This design comes from an exercise in tuning for small area on the open sky130 flow, not from production work.
In this exercise RTL edits were held to simulation tests only and were not proved equivalent to the original. The flow treats the clock pin as an ideal source, which a real chip does not have.

==> run B <==
==> flow/design.v <==
`default_nettype none
package msgsp_pkg;
  localparam int MAX_STAGES = 16;
  localparam int MAX_NODES  = 16;
  localparam int CW         = 20;
  localparam logic [1:0] REQ_DECL  = 2'd0;
  localparam logic [1:0] REQ_EDGE  = 2'd1;
  localparam logic [1:0] REQ_SOLVE = 2'd2;
endpackage
`default_nettype wire
`default_nettype none
module multistage_graph_shortest_path #(
  parameter int COST_WIDTH = 32
) (
  input  logic            clk,
  input  logic            rst,
  input  logic            in_valid,
  output logic            in_ready,
  input  logic [30:0]     in_data,
  output logic            out_valid,
  input  logic            out_ready,
  output logic [41:0]     out_data
);
  localparam int CW = msgsp_pkg::CW;
  localparam logic [CW-1:0] SENT = {1'b0, {(CW-1){1'b1}}};
  localparam logic [CW-1:0] NONE = {1'b1, {(CW-1){1'b0}}};
  logic [1:0] rq;
  logic [4:0] n;
  logic [3:0] f, t;
  logic [15:0] e;
  assign rq = in_data[30:29];
  assign n  = in_data[28:24];
  assign f  = in_data[23:20];
  assign t  = in_data[19:16];
  assign e  = in_data[15:0];
  logic [CW-1:0] prev_r [16];
  logic [CW-1:0] cur_r  [16];
  logic [3:0]    hist_r [240];
  logic [CW-1:0] p0, c0;
  logic [3:0]    h0;
  assign p0 = prev_r[0];
  assign c0 = cur_r[0];
  assign h0 = hist_r[0];
  logic [3:0] lo;
  logic [3:0] row;
  logic [3:0] row_nx;
  assign row_nx = (row == 4'd1) ? 4'd15 : row - 4'd1;
  logic       any;      
  logic [3:0] sl;       
  logic       ph;       
  logic [CW-1:0] acc;   
  logic [3:0] bnode;    
  logic       emit;
  logic       ov;
  logic       tr;       
  logic       dn;       
  logic [3:0] j;
  logic [3:0] cn;
  logic is_decl, is_edge, is_solve, act;
  assign act      = in_valid && !emit;
  assign is_decl  = act && (rq == msgsp_pkg::REQ_DECL);
  assign is_edge  = act && (rq == msgsp_pkg::REQ_EDGE);
  assign is_solve = act && (rq == msgsp_pkg::REQ_SOLVE);
  logic lo_last;
  assign lo_last = (lo == 4'd15);
  logic full, decl_ok, xfer, decl_done;
  assign full      = any && (sl == 4'd15);
  assign decl_ok   = (n != 5'd0) && !full;
  assign xfer      = is_decl && decl_ok && ph;
  assign decl_done = xfer && lo_last;
  logic [CW-1:0] sum;
  logic edge_pre, src_ok, at_src, at_dst, lt, wr;
  assign edge_pre = any && (sl != 4'd0);
  assign src_ok   = (p0 != SENT) && (p0 != NONE);
  assign sum      = p0 + {{(CW-16){e[15]}}, e};
  assign at_src   = is_edge && !ph && (lo == f);
  assign at_dst   = is_edge && ph && (lo == t) && (row == sl);
  logic scan, hit;
  logic [3:0] ka, kb;
  assign scan = is_solve && ph;
  assign ka   = scan ? 4'd0 : f;
  assign kb   = scan ? 4'd1 : h0;
  always_comb begin
    logic [CW+3:0] xa, xb;
    xa = {~acc[CW-1], acc[CW-2:0], ka};
    xb = {~c0[CW-1], c0[CW-2:0], kb};
    lt = 1'b0;
    for (int i = 0; i < CW + 4; i++)
      lt = (~xa[i] & xb[i]) | (~xa[i] & lt) | (xb[i] & lt);
  end
  assign wr   = at_dst && lt;
  assign hit  = scan && ((lo == 4'd0) || (any && !lt && (c0 != NONE)));
  always_comb begin
    in_ready = 1'b0;
    if (!emit) begin
      unique case (rq)
        msgsp_pkg::REQ_DECL:  in_ready = !decl_ok || decl_done;
        msgsp_pkg::REQ_EDGE:  in_ready = !edge_pre || (at_src && !src_ok) || at_dst;
        msgsp_pkg::REQ_SOLVE: in_ready = scan && lo_last;
        default:              in_ready = 1'b1;
      endcase
    end
  end
  logic exists;
  logic [CW-1:0] init_c;
  assign exists = ({1'b0, lo} < n);
  assign init_c = exists ? (any ? SENT : '0) : NONE;
  always_ff @(posedge clk) begin
    for (int i = 0; i < 15; i++) begin
      prev_r[i] <= prev_r[i+1];
      cur_r[i]  <= cur_r[i+1];
    end
    for (int i = 0; i < 239; i++) hist_r[i] <= hist_r[i+1];
    prev_r[15] <= xfer ? c0 : p0;
    cur_r[15]  <= xfer ? init_c : (wr ? acc : c0);
    hist_r[239] <= wr ? f : h0;
  end
  logic found, last, need_tr;
  assign found   = (acc != SENT) && any;
  assign last    = !found || (j == sl);
  assign need_tr = found && (j != sl);
  assign out_valid = ov;
  assign out_data  = {j, cn, ((found && last) ? {{(32-CW){acc[CW-1]}}, acc} : 32'd0), !found, last};
  always_ff @(posedge clk) begin
    if (rst) begin
      lo   <= '0;
      row  <= 4'd15;
      any  <= 1'b0;
      ph   <= 1'b0;
      emit <= 1'b0;
      ov   <= 1'b0;
      tr   <= 1'b0;
      dn   <= 1'b0;
    end else begin
      lo <= lo + 4'd1;
      if (lo_last) row <= row_nx;
      if ((is_decl && decl_ok) || is_solve) begin
        if (lo_last) ph <= !ph;
      end else if (is_edge) begin
        if (at_src && edge_pre && src_ok) ph <= 1'b1;
        if (at_dst) ph <= 1'b0;
      end
      if (decl_done) any <= 1'b1;
      if (scan && lo_last) emit <= 1'b1;
      if (emit && !ov) begin
        if (!tr) begin
          if (!need_tr) ov <= 1'b1;
          else if (lo_last && row_nx == sl) tr <= 1'b1;
        end else begin
          if (lo == cn && !dn) dn <= 1'b1;
          if (lo_last) begin
            dn <= 1'b0;
            if (row == j + 4'd1) begin
              tr <= 1'b0;
              ov <= 1'b1;
            end
          end
        end
      end
      if (ov && out_ready && last) begin
        ov   <= 1'b0;
        emit <= 1'b0;
        any  <= 1'b0;
      end else if (ov && out_ready) begin
        ov <= 1'b0;
      end
    end
  end
  always_ff @(posedge clk) begin
    if (decl_done) sl <= any ? sl + 4'd1 : 4'd0;
    if (at_src) acc <= sum;
    if (hit) begin
      acc   <= c0;
      bnode <= lo;
    end
    if (scan && lo == 4'd0) j <= '0;
    if (emit && !ov) begin
      if (!tr) cn <= bnode;
      else if (lo == cn && !dn) cn <= h0;
    end
    if (ov && out_ready && !last) j <= j + 4'd1;
  end
endmodule
`default_nettype wire
==> flow/flow/run.sh <==
#!/bin/bash
# The standard layout (the standard.sh, standard synthesis unchanged) with
# two placement/CTS options changed:
#  - port buffers use the smallest buffer cell, sky130_fd_sc_hd__buf_1;
#  - clock tree synthesis clusters up to 30 sinks per clkbuf_16 leaf buffer
#    and inserts no dummy loads.
# make's full output goes to standard_make.log; ORFS's per-step logs stay
# under orfs/logs/.
set -euo pipefail
bash standard.sh \
  "BUFFER_PORTS_ARGS=-buffer_cell sky130_fd_sc_hd__buf_1" \
  "CTS_ARGS=-sink_clustering_enable -repair_clock_nets -dont_use_dummy_load -buf_list sky130_fd_sc_hd__clkbuf_16 -sink_clustering_size 30 -sink_clustering_max_diameter 100" \
  finish > standard_make.log 2>&1
==> flow/standard.sh <==
#!/bin/bash
# synth_recipe.tcl (not shown) runs the flow's synth.tcl, then flattens the netlist and writes it again
# the make line also repeats each setting of config.mk as NAME=value (left out here)
make -C /OpenROAD-flow-scripts/flow DESIGN_CONFIG=/design/flow/config.mk WORK_HOME=/design/flow/orfs CLKGATE_MAP_FILE= SYNTH_SCRIPT=/design/flow/synth_recipe.tcl "${@:-finish}"
==> flow/config.mk <==
export PLATFORM = sky130hd
export DESIGN_NAME = multistage_graph_shortest_path
export DESIGN_NICKNAME = multistage_graph_shortest_path
export VERILOG_FILES = /design/flow/design.v
export SDC_FILE = /design/flow/constraint.sdc
export NUM_CORES = 4
export LEC_CHECK = 0
export CAP_MARGIN = 30
export CORE_MARGIN = 2
export CORE_UTILIZATION = 40
export PLACE_DENSITY = 0.6
export SLEW_MARGIN = 40
==> flow/constraint.sdc <==
create_clock -name core_clock -period 10.0 [get_ports {clk}]
set_input_delay 2.0000 -clock core_clock [delete_from_list [all_inputs] [get_ports {clk}]]
set_output_delay 2.0000 -clock core_clock [all_outputs]
set_load 0.01 [all_outputs]
==> inputs of run X, as changes to run B <==
==> flow/design.v (replaced) <==
`default_nettype none
package msgsp_pkg;
  localparam int MAX_STAGES = 16;
  localparam int MAX_NODES  = 16;
  localparam int CW         = 20;
  localparam logic [1:0] REQ_DECL  = 2'd0;
  localparam logic [1:0] REQ_EDGE  = 2'd1;
  localparam logic [1:0] REQ_SOLVE = 2'd2;
endpackage
`default_nettype wire
`default_nettype none
module multistage_graph_shortest_path #(
  parameter int COST_WIDTH = 32
) (
  input  logic            clk,
  input  logic            rst,
  input  logic            in_valid,
  output logic            in_ready,
  input  logic [30:0]     in_data,
  output logic            out_valid,
  input  logic            out_ready,
  output logic [41:0]     out_data
);
  localparam int CW = msgsp_pkg::CW;
  localparam logic [CW-1:0] SENT = {1'b0, {(CW-1){1'b1}}};
  logic [1:0] rq;
  logic [4:0] n;
  logic [3:0] f, t;
  logic [15:0] e;
  assign rq = in_data[30:29];
  assign n  = in_data[28:24];
  assign f  = in_data[23:20];
  assign t  = in_data[19:16];
  assign e  = in_data[15:0];
  logic [CW-1:0] prev_r [16];
  logic [CW-1:0] cur_r  [16];
  logic [3:0]    hist_r [240];
  logic [CW-1:0] p0, c0;
  logic [3:0]    h0;
  assign p0 = prev_r[0];
  assign c0 = cur_r[0];
  assign h0 = hist_r[0];
  logic [3:0] lo;
  logic [3:0] row;
  logic [4:0] nst;      
  logic [3:0] szm1;     
  logic       ph;       
  logic [CW-1:0] acc;   
  logic [3:0] bnode;    
  logic       emit;
  logic       ov;
  logic       tr;       
  logic       dn;       
  logic [3:0] j;
  logic [3:0] cn;
  logic is_decl, is_edge, is_solve, act;
  assign act      = in_valid && !emit;
  assign is_decl  = act && (rq == msgsp_pkg::REQ_DECL);
  assign is_edge  = act && (rq == msgsp_pkg::REQ_EDGE);
  assign is_solve = act && (rq == msgsp_pkg::REQ_SOLVE);
  logic lo_last;
  assign lo_last = (lo == 4'd15);
  logic decl_ok, xfer, decl_done;
  assign decl_ok   = (n != 5'd0) && !nst[4];
  assign xfer      = is_decl && decl_ok && ph;
  assign decl_done = xfer && lo_last;
  logic [CW-1:0] sum;
  logic edge_pre, src_ok, at_src, at_dst, lt, eq, wr;
  assign edge_pre = (nst[4] || nst[3:1] != 3'd0) && (t <= szm1);
  assign src_ok   = (p0 != SENT);
  assign sum      = p0 + {{(CW-16){e[15]}}, e};
  assign at_src   = is_edge && !ph && (lo == f);
  assign at_dst   = is_edge && ph && (lo == t) && (row == 4'(nst - 5'd1));
  assign lt       = $signed(acc) < $signed(c0);
  assign eq       = (acc == c0);
  assign wr       = at_dst && (lt || (eq && (f < h0)));
  logic scan, hit;
  assign scan = is_solve && ph;
  assign hit  = scan && (nst != 5'd0) && !lt && !eq;
  always_comb begin
    in_ready = 1'b0;
    if (!emit) begin
      unique case (rq)
        msgsp_pkg::REQ_DECL:  in_ready = !decl_ok || (ph && lo_last);
        msgsp_pkg::REQ_EDGE:  in_ready = !edge_pre || (!ph && (lo == f) && !src_ok) || at_dst;
        msgsp_pkg::REQ_SOLVE: in_ready = ph && lo_last;
        default:              in_ready = 1'b1;
      endcase
    end
  end
  logic [CW-1:0] init_c;
  assign init_c = ((nst == 5'd0) && ({1'b0, lo} < n)) ? '0 : SENT;
  always_ff @(posedge clk) begin
    for (int i = 0; i < 15; i++) begin
      prev_r[i] <= prev_r[i+1];
      cur_r[i]  <= cur_r[i+1];
    end
    for (int i = 0; i < 239; i++) hist_r[i] <= hist_r[i+1];
    prev_r[15] <= xfer ? c0 : p0;
    cur_r[15]  <= xfer ? init_c : (wr ? acc : c0);
    hist_r[239] <= wr ? f : h0;
  end
  logic found, last, need_tr;
  logic [3:0] nm1;
  assign nm1     = 4'(nst - 5'd1);
  assign found   = (acc != SENT);
  assign last    = !found || (j == nm1);
  assign need_tr = found && (j != nm1);
  assign out_valid = ov;
  assign out_data  = {j, cn, ((found && last) ? {{(32-CW){acc[CW-1]}}, acc} : 32'd0), !found, last};
  logic [3:0] arm_row;
  assign arm_row = nst[3:0] | {3'd0, nst[4]};
  always_ff @(posedge clk) begin
    if (rst) begin
      lo   <= '0;
      row  <= 4'd15;
      nst  <= '0;
      ph   <= 1'b0;
      emit <= 1'b0;
      ov   <= 1'b0;
      tr   <= 1'b0;
      dn   <= 1'b0;
    end else begin
      lo <= lo + 4'd1;
      if (lo_last) row <= (row == 4'd1) ? 4'd15 : row - 4'd1;
      if (is_decl && decl_ok) begin
        if (lo_last) ph <= !ph;
      end else if (is_solve) begin
        if (lo_last) ph <= !ph;
      end else if (is_edge) begin
        if (at_src && edge_pre && src_ok) ph <= 1'b1;
        if (at_dst) ph <= 1'b0;
      end
      if (decl_done) nst <= nst + 5'd1;
      if (scan && lo_last) begin
        emit <= 1'b1;
      end
      if (emit && !ov) begin
        if (!tr) begin
          if (!need_tr) ov <= 1'b1;
          else if (lo_last && row == arm_row) tr <= 1'b1;
        end else begin
          if (lo == cn && !dn) dn <= 1'b1;
          if (lo_last) begin
            dn <= 1'b0;
            if (row == j + 4'd1) begin
              tr <= 1'b0;
              ov <= 1'b1;
            end
          end
        end
      end
      if (ov && out_ready) begin
        ov <= 1'b0;
        if (last) begin
          emit <= 1'b0;
          nst  <= '0;
        end
      end
    end
  end
  always_ff @(posedge clk) begin
    if (decl_done) szm1 <= n[4] ? 4'd15 : 4'(n - 5'd1);
    if (at_src) acc <= sum;
    if (is_solve && !ph) begin
      acc   <= SENT;
      bnode <= '0;
      j     <= '0;
    end
    if (hit) begin
      acc   <= c0;
      bnode <= lo;
    end
    if (emit && !ov) begin
      if (!tr) cn <= bnode;
      else if (lo == cn && !dn) cn <= h0;
    end
    if (ov && out_ready && !last) j <= j + 4'd1;
  end
endmodule
`default_nettype wire
==> flow/run.sh (new file) <==
#!/bin/bash
# synth_recipe.tcl (not shown) runs the flow's synth.tcl, then flattens the netlist and writes it again
# the make line also repeats each setting of config.mk as NAME=value (left out here)
make -C /OpenROAD-flow-scripts/flow DESIGN_CONFIG=/design/flow/config.mk WORK_HOME=/design/flow/orfs CLKGATE_MAP_FILE= SYNTH_SCRIPT=/design/flow/synth_recipe.tcl finish
removed: flow/flow/run.sh
removed: flow/standard.sh
==> inputs of run C, as changes to run B <==
--- a/flow/design.v
+++ b/flow/design.v
@@ -73,7 +73,18 @@
   assign edge_pre = any && (sl != 4'd0);
   assign src_ok   = (p0 != SENT) && (p0 != NONE);
-  assign sum      = p0 + {{(CW-16){e[15]}}, e};
-  assign at_src   = is_edge && !ph && (lo == f);
-  assign at_dst   = is_edge && ph && (lo == t) && (row == sl);
+  always_comb begin
+    logic [CW-1:0] b;
+    logic c;
+    b = {{(CW-16){e[15]}}, e};
+    c = 1'b0;
+    for (int i = 0; i < CW; i++) begin
+      sum[i] = p0[i] ^ b[i] ^ c;
+      c = (p0[i] & b[i]) | (p0[i] & c) | (b[i] & c);
+    end
+  end
+  logic at_node;
+  assign at_node  = (lo == (ph ? t : f));
+  assign at_src   = is_edge && !ph && at_node;
+  assign at_dst   = is_edge && ph && at_node && (row == sl);
   logic scan, hit;
   logic [3:0] ka, kb;
==> impl_results.md <==
* Most frequent cells in the layout: 1614 x dfxtp_1, 78 x buf_1, 61 x clkbuf_16
* Synthesized Nets at 2148
* Outcome: no timing/DRC/antenna violations
* Die area at 0.09404 mm^2
* Core Rows at 111
* Multi-input combinational gate total at 364
* Post-layout nets at 2256
Source of the figures above: run C

==> impl_results.md <==
* Outcome: no timing/DRC/antenna violations
* Multi-input combinational gate total at 482
* Synthesized Nets at 2281
* Core Rows at ~110
* CP Data Arrival Time at 4.37 ns
* Die area at 0.09573 mm^2
* P&R area growth vs syn at 8.679%
* Post-layout nets at roughly 2400
* GR Util met1 at 15.85%
Source of the figures above: run B

==> impl_results.md <==
* Clk pin slew, worst setup/hold paths at roughly 0.060 ns
* Core Rows at roughly 110
* Synthesized Nets at 2325
* Multi-input combinational gate total at a little under 500
* Die area at 0.09617 mm^2
* Outcome: no timing/DRC/antenna violations
* Layout cells sized above 1 at 11.43%
* Most frequent cells in the layout: 1618 x dfxtp_1, 152 x clkbuf_16, 78 x clkdlybuf4s50_1
Source of the figures above: run X

## afterwards: timing with drivers on the ports
Ports are ideal in the flow. The routed layouts listed here were re-timed in OpenROAD. Step 1 (the two cells are an assumption about what drives the block):
set clk [get_ports {clk}]
set_driving_cell -lib_cell sky130_fd_sc_hd__clkbuf_16 $clk
set_driving_cell -lib_cell sky130_fd_sc_hd__buf_2 [delete_from_list [all_inputs] $clk]
Step 2 adds t to the input delays and takes it off the output delays; t is the mean of the earliest and latest rising clock arrival at the registers after step 1. Input paths then give back, and output paths get back, about the clock's delay inside the block. a / b / c = no drivers / after step 1 / after step 2; a / b = the first two.
| run | t, ns | setup WS [ns] | hold WS [ns] | worst setup path after step 2 | latest minus earliest clock arrival (ns) |
|---|---|---|---|---|---|
| run B | 0.701 | 3.633 / 3.571 / 3.571 | 0.262 / 0.262 / 0.262 | input to output | 0.102 / 0.102 |
| run X | 0.771 | 3.648 / 3.560 / 3.560 | 0.311 / 0.311 / 0.311 | input to output | 0.024 / 0.024 |
| run C | 0.679 | 0.488 / 0.523 / -0.156 | 0.263 / 0.263 / 0.263 | input to register | 0.105 / 0.106 |
With both steps, setup timing fails in run C, where it was met with ideal ports. The setup slack of run C, which loses most, moves by +0.035 ns with the drivers and by -0.644 ns with both steps.
